This design comes from an exercise in tuning for small area and a short achievable clock period on the open sky130 flow, not from production work. Function was checked by simulation only, so behaviour that the tests miss may differ from the original. Power is estimated from default activity; no workload was simulated.

red:
==> flow/design.v <==
module pixel_compositor #(
  parameter int          N_SPRITES  = 4,
  parameter int          TILE_SHIFT = 4,
  parameter int          TILE_ROWS  = 30,
  parameter int          TILE_COLS  = 40,
  parameter logic [23:0] TILE_RGB   = 24'h555500
) (
  input  logic                            Clk,
  input  logic                            Reset,
  input  logic                            frame_start,
  input  logic                            pix_valid,
  input  logic [9:0]                      DrawX,
  input  logic [9:0]                      DrawY,
  input  logic [N_SPRITES-1:0]            spr_en,
  input  logic [10*N_SPRITES-1:0]         spr_x,
  input  logic [10*N_SPRITES-1:0]         spr_y,
  input  logic [10*N_SPRITES-1:0]         spr_w,
  input  logic [10*N_SPRITES-1:0]         spr_h,
  input  logic [24*N_SPRITES-1:0]         spr_rgb,
  input  logic                            tile_we,
  input  logic [$clog2(TILE_ROWS)-1:0]    tile_row,
  input  logic [$clog2(TILE_COLS)-1:0]    tile_col,
  input  logic                            tile_din,
  output logic                            out_valid,
  output logic [7:0]                      Red,
  output logic [7:0]                      Green,
  output logic [7:0]                      Blue,
  output logic [$clog2(N_SPRITES):0]      hit_idx
);
  localparam int RW = $clog2(TILE_ROWS);
  localparam int CW = $clog2(TILE_COLS);
  function automatic logic nonneg3(input logic [9:0] a, input logic [9:0] b, input logic [9:0] m);
    logic [11:0] t;
    t = {2'b00, a} + {2'b00, b} + {2'b11, ~m} + 12'd1;
    nonneg3 = ~t[11];
  endfunction
  logic [N_SPRITES-1:0]    act_en_q;
  logic [10*N_SPRITES-1:0] act_x_q, act_y_q, act_w_q, act_h_q;
  logic [24*N_SPRITES-1:0] act_rgb_q;
  logic [24*N_SPRITES-1:0] prev_rgb_q;
  always_ff @(posedge Clk) begin
    if (Reset)            act_en_q <= '0;
    else if (frame_start) act_en_q <= spr_en;
    if (frame_start) begin
      act_x_q   <= spr_x;
      act_y_q   <= spr_y;
      act_w_q   <= spr_w;
      act_h_q   <= spr_h;
      act_rgb_q <= spr_rgb;
    end
    prev_rgb_q <= act_rgb_q;
  end
  logic          trst_q, twe_q, tdin_q;
  logic [RW-1:0] trow_q;
  logic [CW-1:0] tcol_q;
  always_ff @(posedge Clk) begin
    trst_q <= Reset;
    twe_q  <= tile_we;
    tdin_q <= tile_din;
    trow_q <= tile_row;
    tcol_q <= tile_col;
  end
  logic [TILE_COLS-1:0] tile_q [TILE_ROWS];
  logic [TILE_ROWS-1:0] row_sel;
  logic [TILE_COLS-1:0] col_sel;
  logic                 wdat;
  always_comb begin
    for (int r = 0; r < TILE_ROWS; r++) row_sel[r] = trst_q || (twe_q && (trow_q == RW'(r)));
    for (int c = 0; c < TILE_COLS; c++) col_sel[c] = trst_q || (tcol_q == CW'(c));
    wdat = tdin_q && !trst_q;
  end
  for (genvar r = 0; r < TILE_ROWS; r++) begin : g_row
    for (genvar c = 0; c < TILE_COLS; c++) begin : g_col
      always_ff @(posedge Clk) begin
        if (row_sel[r] && col_sel[c]) tile_q[r][c] <= wdat;
      end
    end
  end
  logic [3:0]           cond [N_SPRITES];
  logic [TILE_COLS-1:0] csel;
  logic [TILE_ROWS-1:0] col_bits;
  always_comb begin
    for (int c = 0; c < TILE_COLS; c++) csel[c] = (DrawX[9:4] == 6'(c));
    for (int r = 0; r < TILE_ROWS; r++) col_bits[r] = |(tile_q[r] & csel);
    for (int i = 0; i < N_SPRITES; i++) begin
      cond[i][0] = nonneg3(DrawX, act_w_q[10*i +: 10], act_x_q[10*i +: 10]);
      cond[i][1] = nonneg3(act_x_q[10*i +: 10], act_w_q[10*i +: 10], DrawX);
      cond[i][2] = nonneg3(DrawY, act_h_q[10*i +: 10], act_y_q[10*i +: 10]);
      cond[i][3] = nonneg3(act_y_q[10*i +: 10], act_h_q[10*i +: 10], DrawY);
    end
  end
  logic                 v1_q;
  logic [N_SPRITES-1:0] en1_q;
  logic [3:0]           cond1_q [N_SPRITES];
  logic [9:3]           px1_q;
  logic [9:4]           py1_q;
  logic [TILE_ROWS-1:0] cb1_q;
  logic                 pw1_q, pdin1_q, pclr1_q;
  logic [RW-1:0]        prow1_q;
  always_ff @(posedge Clk) begin
    v1_q   <= pix_valid & ~Reset;
    en1_q  <= act_en_q;
    for (int i = 0; i < N_SPRITES; i++) cond1_q[i] <= cond[i];
    px1_q  <= DrawX[9:3];
    py1_q  <= DrawY[9:4];
    cb1_q  <= col_bits;
    pw1_q   <= twe_q && (tcol_q == DrawX[9:4]) && (int'(tcol_q) < TILE_COLS);
    pdin1_q <= tdin_q;
    prow1_q <= trow_q;
    pclr1_q <= trst_q;
  end
  logic [N_SPRITES-1:0] hit_c;
  logic [N_SPRITES-1:0] first;
  logic                 prior;
  logic [23:0]          spr_c;
  logic [TILE_ROWS-1:0] rsel;
  logic                 tile_c;
  logic [2:0]           idx_c;
  logic [23:0]          rgb_c;
  always_comb begin
    for (int i = 0; i < N_SPRITES; i++) hit_c[i] = en1_q[i] && (&cond1_q[i]);
    prior = 1'b0;
    for (int i = 0; i < N_SPRITES; i++) begin
      first[i] = hit_c[i] & ~prior;
      prior    = prior | hit_c[i];
    end
    spr_c = '0;
    for (int i = 0; i < N_SPRITES; i++) spr_c = spr_c | (prev_rgb_q[24*i +: 24] & {24{first[i]}});
    idx_c = hit_c[0] ? 3'd0 : hit_c[1] ? 3'd1 : hit_c[2] ? 3'd2 : hit_c[3] ? 3'd3 : 3'd4;
    for (int r = 0; r < TILE_ROWS; r++) rsel[r] = (py1_q == 6'(r));
    tile_c = |(cb1_q & rsel);
    if (pw1_q && ({1'b0, prow1_q} == py1_q) && (int'(prow1_q) < TILE_ROWS)) tile_c = pdin1_q;
    if (pclr1_q) tile_c = 1'b0;
    rgb_c = prior ? spr_c : tile_c ? TILE_RGB : {16'h0000, 1'b0, ~px1_q[9:3]};
  end
  logic        v2_q;
  logic [2:0]  idx2_q;
  logic [23:0] rgb2_q;
  always_ff @(posedge Clk) begin
    v2_q   <= v1_q & ~Reset;
    idx2_q <= idx_c;
    rgb2_q <= rgb_c;
  end
  logic        v3_q;
  logic [2:0]  idx3_q;
  logic [23:0] rgb3_q;
  always_ff @(posedge Clk) begin
    if (Reset || !v2_q) begin
      v3_q   <= 1'b0;
      idx3_q <= 3'd4;
      rgb3_q <= 24'h000000;
    end else begin
      v3_q   <= 1'b1;
      idx3_q <= idx2_q;
      rgb3_q <= rgb2_q;
    end
  end
  assign out_valid = v3_q;
  assign Red       = rgb3_q[23:16];
  assign Green     = rgb3_q[15:8];
  assign Blue      = rgb3_q[7:0];
  assign hit_idx   = idx3_q;
endmodule
export LEC_CHECK = 0
export CAP_MARGIN = 20
export CORE_MARGIN = 2
export CORE_UTILIZATION = 40
export SLEW_MARGIN = 20
create_clock -name core_clock -period 10.0 [get_ports {Clk}]
standard.sh (not shown) runs the stock make flow with config.mk's settings and CLKGATE_MAP_FILE= SYNTH_SCRIPT=/design/flow/synth_recipe.tcl, a recipe that flattens the netlist after the stock synthesis.
==> flow/flow/run.sh <==
#!/bin/bash
# Standard synthesis, then the standard layout with: timing repair aimed at a larger setup margin,
# buf_2 as the port buffer, and clock-tree sink clusters of up to 25 flip-flops. The design is
# still laid out and signed off at the design's clock period and constraints.
set -euo pipefail
bash standard.sh synth > synth.log 2>&1
bash standard.sh SETUP_SLACK_MARGIN=6.65 \
  "BUFFER_PORTS_ARGS=-buffer_cell sky130_fd_sc_hd__buf_2" \
  CTS_CLUSTER_SIZE=25 CTS_CLUSTER_DIAMETER=100 \
  finish > layout.log 2>&1
red finished all stages; the layout is clean.
> inputs changed (red -> blue)
--- a/flow/flow/run.sh
+++ b/flow/flow/run.sh
@@ -6,3 +6,3 @@
 bash standard.sh synth > synth.log 2>&1
-bash standard.sh SETUP_SLACK_MARGIN=6.65 \
+bash standard.sh SETUP_SLACK_MARGIN=6.5 \
   "BUFFER_PORTS_ARGS=-buffer_cell sky130_fd_sc_hd__buf_2" \
Findings:
Sequential fraction of total cell area was lower in the run labelled red.
Compared with red, in blue global-route usage dropped 0.22 points, share of total power in the clock network barely changed, starting utilization of the core area barely changed, total power barely changed, detailed-route via count barely changed.
Relative to red, final area decreased by 0.49% in blue.
In the flow results for red and blue, the total wire length is larger on red.
Re number of I/O port buffers: no difference whatsoever between red and blue.
blue gives less met3 track demand over resource in global routing than red did.
Of the two values seen for cell at the slowest stage of the critical path, sky130_fd_sc_hd__or4b_2 was produced by blue and sky130_fd_sc_hd__fa_1 by red.
Inputs modified between blue and green:
--- a/flow/flow/run.sh
+++ b/flow/flow/run.sh
@@ -6,3 +6,3 @@
 bash standard.sh synth > synth.log 2>&1
-bash standard.sh SETUP_SLACK_MARGIN=6.5 \
+bash standard.sh SETUP_SLACK_MARGIN=6.8 \
   "BUFFER_PORTS_ARGS=-buffer_cell sky130_fd_sc_hd__buf_2" \
[summary]
Against blue, post-route worst setup slack in green came out better.
Cmp green vs blue: total wire length after detailed routing higher in green
Changes observed in green relative to blue: combinational share of power went up; worst slew slack as a fraction of its limit moved down; power went up by 0.45%; wire length of the first global-routing pass +1.7%.

* * *

v6:
pixel_compositor, a different RTL version from the one above (not shown whole).
For scale: ~5,900 cells after synthesis, ~1,700 flip-flops, ~0.072 mm2 of cells after synthesis.
Settings: LEC_CHECK=0, CAP_MARGIN=20, CORE_MARGIN=2, CORE_UTILIZATION=40, SLEW_MARGIN=20; clock period 10.0 ns.
==> flow/flow/run.sh <==
#!/bin/bash
# Standard synthesis, then the standard layout with timing repair aimed at a larger setup margin
# (the design is still laid out and signed off at the design's clock period and constraints).
set -euo pipefail
bash standard.sh synth > synth.log 2>&1
bash standard.sh SETUP_SLACK_MARGIN=6.5 finish > layout.log 2>&1
v6 was carried through to the last stage, and its layout satisfied the timing, DRC and antenna checks.
> inputs changed (v6 -> v7)
==> flow/flow/run.sh <==
#!/bin/bash
# Standard synthesis, then the standard layout with: timing repair aimed at a larger setup margin,
# buf_2 as the port buffer, and clock-tree sink clusters of up to 25 flip-flops. The design is
# still laid out and signed off at the design's clock period and constraints.
set -euo pipefail
bash standard.sh synth > synth.log 2>&1
bash standard.sh SETUP_SLACK_MARGIN=6.8 \
  "BUFFER_PORTS_ARGS=-buffer_cell sky130_fd_sc_hd__buf_2" \
  CTS_CLUSTER_SIZE=25 CTS_CLUSTER_DIAMETER=100 \
  finish > layout.log 2>&1
## What came out
Compared with v6, v7 shows a higher share of the final layout cell area in multi-input gates. Compared with v6, v7 improves worst ir drop on vdd. v7 vs. v6: share of final-layout standard cells stronger than drive strength 1 has increased, count of vias placed by the detailed router shrank by about 1.7%. Area added between synthesis and finish, v7 and v6: higher on v6.

what the ideal ports hide:
In the flow no input, the clock included, has a driving cell. The finished layouts below were timed again as built, in two steps.
Step 1 assumes that a clkbuf_16 drives the clock port and a buf_2 every other input.
Step 2 moves the port delays by t, midway between the first and last clock arrival at a register: inputs arrive t later, outputs are due t later. That takes back most of the time a late clock gives input paths.
Three values: no drivers, after step 1, after step 2; two values: the first two.
run	shift t [ns]	setup slack, ns	pins driven straight from the clock port
red	0.826	6.547 / 6.565 / 5.739	1
blue	0.821	6.425 / 6.464 / 5.643	1
green	0.823	6.545 / 6.561 / 5.738	1
v6	0.903	6.443 / 6.396 / 5.493	1
v7	0.820	6.735 / 6.725 / 5.963	1
After both steps setup and hold are still met in every run listed. The setup slack of v6, which loses most, moves by -0.047 ns with the drivers and by -0.950 ns with both steps.
